This is an optimization exercise on Yosys and OpenROAD, whose aim is small area and a short achievable clock period, not a production implementation.
The RTL was checked by simulation tests, not by an equivalence proof against the original design.
Power and IR drop assume default switching activity.

## design/flow/run.sh

```bash
#!/bin/bash
# synth_recipe.tcl (not shown) runs the flow's synth.tcl, then flattens the netlist and writes it again
# the make line also repeats each setting of config.mk as NAME=value (left out here)
make -C /OpenROAD-flow-scripts/flow DESIGN_CONFIG=/design/flow/config.mk WORK_HOME=/design/flow/orfs CLKGATE_MAP_FILE= SYNTH_SCRIPT=/design/flow/synth_recipe.tcl finish
```

## design/flow/config.mk

```make
export PLATFORM = sky130hd
export DESIGN_NAME = pipelined_fpu
export DESIGN_NICKNAME = pipelined_fpu
export VERILOG_FILES = /design/flow/design.v
export SDC_FILE = /design/flow/constraint.sdc
export NUM_CORES = 4
export LEC_CHECK = 0
export CAP_MARGIN = 20
export CORE_MARGIN = 2
export CORE_UTILIZATION = 40
export SLEW_MARGIN = 20
```

## design/flow/constraint.sdc

```tcl
create_clock -name core_clock -period 10.0 [get_ports {clk}]
set_input_delay 2.0000 -clock core_clock [delete_from_list [all_inputs] [get_ports {clk}]]
set_output_delay 2.0000 -clock core_clock [all_outputs]
set_load 0.01 [all_outputs]
```

## design/flow/design.v

```verilog
`timescale 1ns/1ps
`default_nettype none
package fpu_pkg;
    localparam int EXP_BITS  = 8;
    localparam int FRAC_BITS = 23;
    localparam int EXP_BIAS  = 127;
    localparam logic [EXP_BITS-1:0] EXP_MAX = 8'd255;
    localparam logic [31:0] DEFAULT_NAN = {1'b1, EXP_MAX, 1'b1, {(FRAC_BITS-1){1'b0}}};
    typedef enum logic [1:0] {
        OP_ADD = 2'd0,
        OP_SUB = 2'd1,
        OP_MUL = 2'd2
    } fpu_op_t;
    typedef enum logic [1:0] {
        CLASS_ZERO     = 2'd0,   
        CLASS_NORMAL   = 2'd1,
        CLASS_INFINITE = 2'd2,
        CLASS_NAN      = 2'd3
    } operand_class_t;
    typedef logic signed [9:0] exponent_t;
endpackage
`default_nettype wire
`timescale 1ns/1ps
`default_nettype none
module fp_decode (
    input  wire logic                      clk,
    input  wire logic                      reset,
    input  wire logic                      start,
    input  wire fpu_pkg::fpu_op_t          op,
    input  wire logic [31:0]               a,
    input  wire logic [31:0]               b,
    output logic                           dec_valid,
    output fpu_pkg::fpu_op_t               dec_op,
    output logic                           dec_special,
    output logic [31:0]                    dec_special_value,
    output logic                           dec_sign,
    output logic                           dec_subtract,
    output fpu_pkg::exponent_t             dec_exponent,
    output logic [23:0]                    dec_frac_a,
    output logic [47:0]                    dec_frac_b
);
    logic                        sign_a, sign_b, sign_b_eff;
    logic [7:0]                  exp_a, exp_b;
    logic [23:0]                 man_a, man_b;           
    logic [1:0]                  class_a, class_b;       
    logic                        swap;                   
    logic [7:0]                  big_exp, small_exp, exp_diff;
    logic [23:0]                 big_man, small_man;
    logic [47:0]                 aligned;                
    logic                        special;
    logic [31:0]                 special_value;
    logic                        sign, subtract;
    fpu_pkg::exponent_t          exponent;
    logic [23:0]                 frac_a;
    logic [47:0]                 frac_b;
    function automatic logic [1:0] classify(input logic [31:0] value);
        logic [7:0] exp_field;
        exp_field = value[fpu_pkg::FRAC_BITS +: fpu_pkg::EXP_BITS];
        if (exp_field == 8'd0)
            classify = fpu_pkg::CLASS_ZERO;              
        else if (exp_field == fpu_pkg::EXP_MAX)
            classify = (value[fpu_pkg::FRAC_BITS-1:0] == '0) ? fpu_pkg::CLASS_INFINITE
                                                           : fpu_pkg::CLASS_NAN;
        else
            classify = fpu_pkg::CLASS_NORMAL;
    endfunction
    always_comb begin
        sign_a  = a[31];
        sign_b  = b[31];
        exp_a   = a[fpu_pkg::FRAC_BITS +: fpu_pkg::EXP_BITS];
        exp_b   = b[fpu_pkg::FRAC_BITS +: fpu_pkg::EXP_BITS];
        man_a   = {1'b1, a[fpu_pkg::FRAC_BITS-1:0]};    
        man_b   = {1'b1, b[fpu_pkg::FRAC_BITS-1:0]};
        class_a = classify(a);
        class_b = classify(b);
        sign_b_eff = sign_b ^ (op == fpu_pkg::OP_SUB);   
        swap       = a[30:0] < b[30:0];                  
        big_exp   = swap ? exp_b : exp_a;
        small_exp = swap ? exp_a : exp_b;
        big_man   = swap ? man_b : man_a;
        small_man = swap ? man_a : man_b;
        exp_diff  = big_exp - small_exp;
        aligned   = (exp_diff >= 8'd48) ? '0 : ({small_man, 24'd0} >> exp_diff);
    end
    always_comb begin
        case (op)
            fpu_pkg::OP_ADD, fpu_pkg::OP_SUB: begin
                sign     = swap ? sign_b_eff : sign_a;   
                subtract = sign_a ^ sign_b_eff;
                exponent = fpu_pkg::exponent_t'({2'b00, big_exp});
                frac_a   = big_man;
                frac_b   = aligned;
            end
            fpu_pkg::OP_MUL: begin
                sign     = sign_a ^ sign_b;
                subtract = 1'b0;
                exponent = fpu_pkg::exponent_t'({2'b00, exp_a}) + fpu_pkg::exponent_t'({2'b00, exp_b})
                           - fpu_pkg::exponent_t'(fpu_pkg::EXP_BIAS);
                frac_a   = man_a;
                frac_b   = {man_b, 24'd0};               
            end
            default: begin
                sign     = 1'b0;
                subtract = 1'b0;
                exponent = '0;
                frac_a   = '0;
                frac_b   = '0;
            end
        endcase
    end
    always_comb begin
        special       = 1'b1;
        special_value = '0;
        if (op == fpu_pkg::OP_ADD || op == fpu_pkg::OP_SUB || op == fpu_pkg::OP_MUL) begin
            if (class_a == fpu_pkg::CLASS_NAN || class_b == fpu_pkg::CLASS_NAN) begin
                special_value = (class_a == fpu_pkg::CLASS_NAN)
                              ? {sign_a, fpu_pkg::EXP_MAX, 1'b1, a[21:0]}
                              : {sign_b, fpu_pkg::EXP_MAX, 1'b1, b[21:0]};
            end else if (op == fpu_pkg::OP_MUL) begin
                if ((class_a == fpu_pkg::CLASS_ZERO && class_b == fpu_pkg::CLASS_INFINITE) ||
                    (class_a == fpu_pkg::CLASS_INFINITE && class_b == fpu_pkg::CLASS_ZERO))
                    special_value = fpu_pkg::DEFAULT_NAN;    
                else if (class_a == fpu_pkg::CLASS_INFINITE || class_b == fpu_pkg::CLASS_INFINITE)
                    special_value = {sign_a ^ sign_b, fpu_pkg::EXP_MAX, 23'd0};
                else if (class_a == fpu_pkg::CLASS_ZERO || class_b == fpu_pkg::CLASS_ZERO)
                    special_value = {sign_a ^ sign_b, 31'd0};
                else
                    special = 1'b0;
            end else begin
                if (class_a == fpu_pkg::CLASS_INFINITE && class_b == fpu_pkg::CLASS_INFINITE)
                    special_value = (sign_a ^ sign_b_eff) ? fpu_pkg::DEFAULT_NAN
                                                          : {sign_a, fpu_pkg::EXP_MAX, 23'd0};
                else if (class_a == fpu_pkg::CLASS_INFINITE)
                    special_value = {sign_a, fpu_pkg::EXP_MAX, 23'd0};
                else if (class_b == fpu_pkg::CLASS_INFINITE)
                    special_value = {sign_b_eff, fpu_pkg::EXP_MAX, 23'd0};
                else if (class_a == fpu_pkg::CLASS_ZERO && class_b == fpu_pkg::CLASS_ZERO)
                    special_value = {sign_a & sign_b_eff, 31'd0};    
                else if (class_a == fpu_pkg::CLASS_ZERO)
                    special_value = {sign_b_eff, b[30:0]};
                else if (class_b == fpu_pkg::CLASS_ZERO)
                    special_value = a;
                else
                    special = 1'b0;
            end
        end
    end
    always_ff @(posedge clk) begin
        if (reset)
            dec_valid <= 1'b0;
        else
            dec_valid <= start;
    end
    always_ff @(posedge clk) begin
        dec_op            <= op;
        dec_special       <= special;
        dec_special_value <= special_value;
        dec_sign          <= sign;
        dec_subtract      <= subtract;
        dec_exponent      <= exponent;
        dec_frac_a        <= frac_a;
        dec_frac_b        <= frac_b;
    end
endmodule
`default_nettype wire
`timescale 1ns/1ps
`default_nettype none
module fp_execute (
    input  wire logic                      clk,
    input  wire logic                      reset,
    input  wire logic                      dec_valid,
    input  wire fpu_pkg::fpu_op_t          dec_op,
    input  wire logic                      dec_special,
    input  wire logic [31:0]               dec_special_value,
    input  wire logic                      dec_sign,
    input  wire logic                      dec_subtract,
    input  wire fpu_pkg::exponent_t        dec_exponent,
    input  wire logic [23:0]               dec_frac_a,
    input  wire logic [47:0]               dec_frac_b,
    output logic                           exe_valid,
    output logic                           exe_special,
    output logic [31:0]                    exe_special_value,
    output logic                           exe_sign,
    output fpu_pkg::exponent_t             exe_exponent,
    output logic [23:0]                    exe_fraction
);
    logic [48:0]               ext_a;            
    logic [48:0]               ext_b;
    logic [47:0]               product;          
    logic [48:0]               raw;              
    logic [5:0]                lzc;
    logic [48:0]               norm;
    fpu_pkg::exponent_t        norm_exp;
    function automatic logic [5:0] count_leading_zeros(input logic [47:0] value);
        logic [5:0] count;
        count = 6'd48;
        for (int i = 0; i <= 47; i++) begin
            if (value[i]) count = 6'(47 - i);
        end
        count_leading_zeros = count;
    endfunction
    always_comb begin
        ext_a   = {1'b0, dec_frac_a, 24'd0};
        ext_b   = {1'b0, dec_frac_b};
        product = dec_frac_a * dec_frac_b[47:24];
        case (dec_op)
            fpu_pkg::OP_ADD, fpu_pkg::OP_SUB:
                raw = dec_subtract ? (ext_a - ext_b) : (ext_a + ext_b);   
            fpu_pkg::OP_MUL:
                raw = {product, 1'b0};           
            default:
                raw = '0;
        endcase
        lzc = count_leading_zeros(raw[47:0]);
        if (raw[48]) begin
            norm     = raw >> 1;
            norm_exp = dec_exponent + 10'sd1;
        end else begin
            norm     = raw << lzc;
            norm_exp = dec_exponent - fpu_pkg::exponent_t'({4'd0, lzc});
        end
    end
    always_ff @(posedge clk) begin
        if (reset)
            exe_valid <= 1'b0;
        else
            exe_valid <= dec_valid;
    end
    always_ff @(posedge clk) begin
        exe_special       <= dec_special;
        exe_special_value <= dec_special_value;
        exe_sign          <= dec_sign;
        exe_exponent      <= norm_exp;
        exe_fraction      <= norm[47:24];    
    end
endmodule
`default_nettype wire
`timescale 1ns/1ps
`default_nettype none
module fp_result (
    input  wire logic                      clk,
    input  wire logic                      reset,
    input  wire logic                      exe_valid,
    input  wire logic                      exe_special,
    input  wire logic [31:0]               exe_special_value,
    input  wire logic                      exe_sign,
    input  wire fpu_pkg::exponent_t        exe_exponent,
    input  wire logic [23:0]               exe_fraction,
    output logic                           done,
    output logic [31:0]                    result
);
    logic [31:0] packed_value;
    logic        is_zero;
    logic        is_overflow;
    logic        is_underflow;
    always_comb begin
        is_zero      = (exe_fraction == '0);
        is_overflow  = $signed(exe_exponent) >= $signed({2'b00, fpu_pkg::EXP_MAX});
        is_underflow = $signed(exe_exponent) <= 10'sd0;
        if (exe_special)
            packed_value = exe_special_value;                        
        else if (is_zero)
            packed_value = '0;
        else if (is_overflow)
            packed_value = {exe_sign, fpu_pkg::EXP_MAX, 23'd0};      
        else if (is_underflow)
            packed_value = {exe_sign, 31'd0};                        
        else
            packed_value = {exe_sign, exe_exponent[7:0], exe_fraction[22:0]};   
    end
    always_ff @(posedge clk) begin
        if (reset) begin
            done   <= 1'b0;
            result <= '0;
        end else begin
            done <= exe_valid;
            if (exe_valid)
                result <= packed_value;      
        end
    end
endmodule
`default_nettype wire
`timescale 1ns/1ps
`default_nettype none
module pipelined_fpu (
    input  wire logic                      clk,
    input  wire logic                      reset,
    input  wire logic                      start,
    input  wire logic [1:0]                op,         
    input  wire logic [31:0]               a,
    input  wire logic [31:0]               b,
    output logic                           done,
    output logic [31:0]                    result
);
    logic                     dec_valid;
    fpu_pkg::fpu_op_t         dec_op;
    logic                     dec_special;
    logic [31:0]              dec_special_value;
    logic                     dec_sign;
    logic                     dec_subtract;
    fpu_pkg::exponent_t       dec_exponent;
    logic [23:0]              dec_frac_a;
    logic [47:0]              dec_frac_b;
    logic                     exe_valid;
    logic                     exe_special;
    logic [31:0]              exe_special_value;
    logic                     exe_sign;
    fpu_pkg::exponent_t       exe_exponent;
    logic [23:0]              exe_fraction;
    fp_decode u_decode (
        .clk, .reset, .start, .op(fpu_pkg::fpu_op_t'(op)), .a, .b,
        .dec_valid, .dec_op, .dec_special, .dec_special_value,
        .dec_sign, .dec_subtract, .dec_exponent, .dec_frac_a, .dec_frac_b
    );
    fp_execute u_execute (
        .clk, .reset,
        .dec_valid, .dec_op, .dec_special, .dec_special_value,
        .dec_sign, .dec_subtract, .dec_exponent, .dec_frac_a, .dec_frac_b,
        .exe_valid, .exe_special, .exe_special_value,
        .exe_sign, .exe_exponent, .exe_fraction
    );
    fp_result u_result (
        .clk, .reset,
        .exe_valid, .exe_special, .exe_special_value,
        .exe_sign, .exe_exponent, .exe_fraction,
        .done, .result
    );
endmodule
`default_nettype wire
```

==> run summary <==
- Status: complete, no violations
- Register-to-register setup slack: approximately 0.33 ns
- Cell area after layout: between 40000 and 50000 um2
- Number of synthesized flops with an enable pin: 0
- Worst-Skew Late Latency: around 0.57 ns
- Worst path slowest cell: fa_1
- Maximum vdd ir drop: 0.2050 mV
- Post-synth top area share: 25.66%
- Register area share after synthesis: 11.74%
- Synth warnings: 3
- IO Pins: about 100
- Setup Viol. Count Final: 0
- CP max FO: 15
- # H-tree levels: 1
- Worst-margin pin slew: about 1.2 ns
- R2r endpoint: u_execute.exe_exponent[9]
- Worst Clk Skew: between 0.02 and 0.03 ns
- Die H: 311.6 um
- Yosys cell types: around 100
- Max Clk Rate: a little over 0.1 GHz
- Commonest non-fill, non-tap cell in the layout: inv_1
- Slew Viols, Final: 0
- RSZ-0062 raised after global routing: true
- Max-slew headroom: between 10% and 20%
- # hold bufs at CTS: 0
- Die W: 311.6 um
- Root Buffer: clkbuf_16
- Final WS setup: about 0.33 ns
- Data required, critical path: between 10 and 15 ns
- Layout cell share with drive strength beyond 1: 10.12%
- Core Rows: roughly 110
- CTS tree: built
- Most frequent CP cell: fa_1
- Synth-to-Final Area Change: 13.90%
- DRT iter0 DRCs: between 4000 and 5000
- Num CTS Buffers: 26
- Final Util: roughly 46%
- Detailed-route wire length per cell: ~23 um
- Drt via density: 5.787
- Routability congestion estimate: between 0.9 and 1
- Post-DP Area: 41760 um2
- Total power: 10630 uW
- Routed WL: ~140000 um
- Post-Syn Instances: between 4000 and 5000
- Setup TNS: 0 ns
- Largest net degree at the start of global routing: 90
- Total grt overflow: 0
- Vias post-DR: 35130
- Max stage delay on crit path: between 0.5 and 0.6 ns
- Mapped Area: 37840 um2
- R2r startpoint: u_decode.dec_frac_a[12]
- Kind of critical path: flip-flop to flip-flop
- DR DRC count: 0
- Initial antenna violation count: 13
- Max-Cap Viols: 0
- Fin crit share: 96.69%
- GRT Total Usage: approximately 28%
- CTS clock-pin slew for the worst setup and hold paths: approximately 0.07 ns
- Worst Setup End Kind: flip-flop
- Pre-CTS setup slack: roughly 0.038 ns
- Yosys top cell by area: fa_1
- R2R depth: 38
- Top FF cell, synth: dfxtp_1
- Starting Density: between 40 and 50%
- Post-synthesis register bit count: approximately 220
- Worst hold path endpoint: u_execute.exe_special_value[8]
- Final min period: between 9 and 10 ns
- Clock Path Buffers: 3
- DP HPWL: around 110000 um
- Syn avg cell area: just over 8 um2
- Async SR Flop Fraction: 0%
- Input/output buffers: 101
- First-pass GRT wire length: roughly 210000 um
- Hold depth: 0
- Synth area leaders: fa_1 26%, dfxtp_1 12%, ha_1 9.0%
- Syn_nets: 5475
- Die area: just under 100000 um2
- Core ar.: approximately 94000 um2
- Vias in the first global route: approximately 35000
- Final net count: ~5600
- Power Density: approximately 250 nW/um2
- Initial DRT Pass Iterations: 8
- Number of clock sinks: roughly 220
- Crit path DAT: 10.14 ns
- Startpoint of the worst hold path: u_decode.dec_special_value[8]
- Worst setup SP type: flip-flop
- Hold Fails Final Rpt: 0
- Leak: 0.01962 uW
- DRT antenna net count: 0
- Hold Crit Class: flip-flop to flip-flop
- Most frequent cells in the layout: 637 x inv_1, 601 x nand2_1, 482 x fa_1
power by group:
group | total, uW | switching, uW | internal, uW | leakage (uW)
Sequential | 1160 | 155 | 1010 | 0.00183
Clock | 1020 | 421 | 601 | 0.000445
Combinational | 8440 | 5060 | 3380 | 0.0173
cell usage after synthesis (95+ instances only):
master / instances
ha_1: 272
nor2_1: 294
dfxtp_1: 222
inv_1: 637
clkbuf_1: 225
fa_1: 485
mux2i_1: 225
o21ai_0: 145
nand2_1: 601
and2_1: 211
nor3_1: 95
a21oi_1: 170
layout make-up:
cell class	instances	area, um2
clock inverters	17	224.0
flip-flops and latches	222	4479
fillers	9416	50510
multi-input cells	3513	30210
well taps	1254	1569
clock buffers	30	685.7
diodes	3	7.507
repair buffers	386	3501
inverters	645	2425
kinds of logic after synthesis:
logic type,count (synthesis),synth area share (%)
buffers and inverters,914,9.277
AO/OA/AOI/OAI,892,16.38
XOR/XNOR,75,1.736
adder cells (fa/ha/maj),757,34.65
AND/OR/NAND/NOR,1537,19.37
multiplexers,252,6.841
flip-flops,222,11.74
layer usage:
| layer | part of all wire (%) | vias to the layer above | wire length, um | global-route usage [%] |
|---|---|---|---|---|
| met4 | 3.9 | 6 | 5320 | 10.01 |
| met5 | 0.030 | - | 41 | 0 |
| met1 | 43 | 17390 | 59350 | 38.96 |
| met3 | 7.7 | 246 | 10610 | 3.155 |
| met2 | 45 | 1585 | 61910 | 44.37 |
| li1 | - | 15900 | - | - |
what timing repair did:
action / 4_1_cts / 5_1_grt
setup buffers: 0 / 2
resized for setup: 0 / 93
endpoints found under the setup margin: 0 / 29
worst max-delay path, delay by kind of cell, from the launching register on:
family | cells | cell delay [ns]
buffers and inverters | 7 | 0.56
adder cells (fa/ha/maj) | 9 | 4.10
AO/OA/AOI/OAI | 10 | 2.36
XOR/XNOR | 1 | 0.18
AND/OR/NAND/NOR | 11 | 2.05
flip-flops | 1 | 0.32
worst max-delay path by stage:
stage / from / endpoint / slack, ns / cells after the start
CTS: u_decode.dec_frac_a[7] / u_execute.exe_exponent[9] / 0.006 / 38
finish: u_decode.dec_frac_a[12] / u_execute.exe_exponent[9] / 0.33 / 38
floorplan: u_decode.dec_frac_b[27] / u_execute.exe_exponent[9] / 0.02 / 43
global route: u_decode.dec_frac_a[9] / u_execute.exe_fraction[21] / -0.14 / 36
detailed placement: u_decode.dec_frac_a[7] / u_execute.exe_fraction[8] / 0.04 / 34
global placement: u_decode.dec_frac_b[30] / u_execute.exe_fraction[22] / 0.08 / 36
through the flow:
stage | hold WS, ns | cells
finish | 0.2998 | 6070
global route | 0.3080 | 6068
CTS | 0.3069 | 6063
detailed placement | 0.3121 | 6016
global placement | 0.3109 | 6016
floorplan | 0.3096 | 4649
sequential cells by signal (all words and copies together), names as in the netlist, 2 cells and up:
register,count
u_decode.dec_exponent,10
u_decode.dec_frac_a,24
u_execute.exe_exponent,10
u_execute.exe_special_value,32
u_decode.dec_op,2
u_decode.dec_special_value,32
u_decode.dec_frac_b,48
u_execute.exe_fraction,24
u_result.result,32

-- port drivers added, routing unchanged --
How much do the figures lean on ideal ports? The routed layout below was timed once more, with nothing changed but the port constraints.
Step 1 (the two cells are an assumption about what drives the block):
set clk [get_ports {clk}]
set_driving_cell -lib_cell sky130_fd_sc_hd__clkbuf_16 $clk
set_driving_cell -lib_cell sky130_fd_sc_hd__buf_2 [delete_from_list [all_inputs] $clk]
Step 2 moves the port delays by t, midway between the first and last clock arrival at a register: inputs arrive t later, outputs are due t later. That takes back most of the time a late clock gives input paths.
Three values: ideal, step 1, step 2; two values: the first two.
t, ns: 0.599
setup WS [ns]: 0.331 / 0.331 / 0.331
hold WS [ns]: 0.300 / 0.300 / 0.300
worst register clock-pin slew, ns: 0.07 / 0.07
cell pins on the clock port's net: 1
After both steps this run still meets setup and hold. For this run, drivers alone change the setup slack by 0.000 ns; drivers and shift together by 0.000 ns.
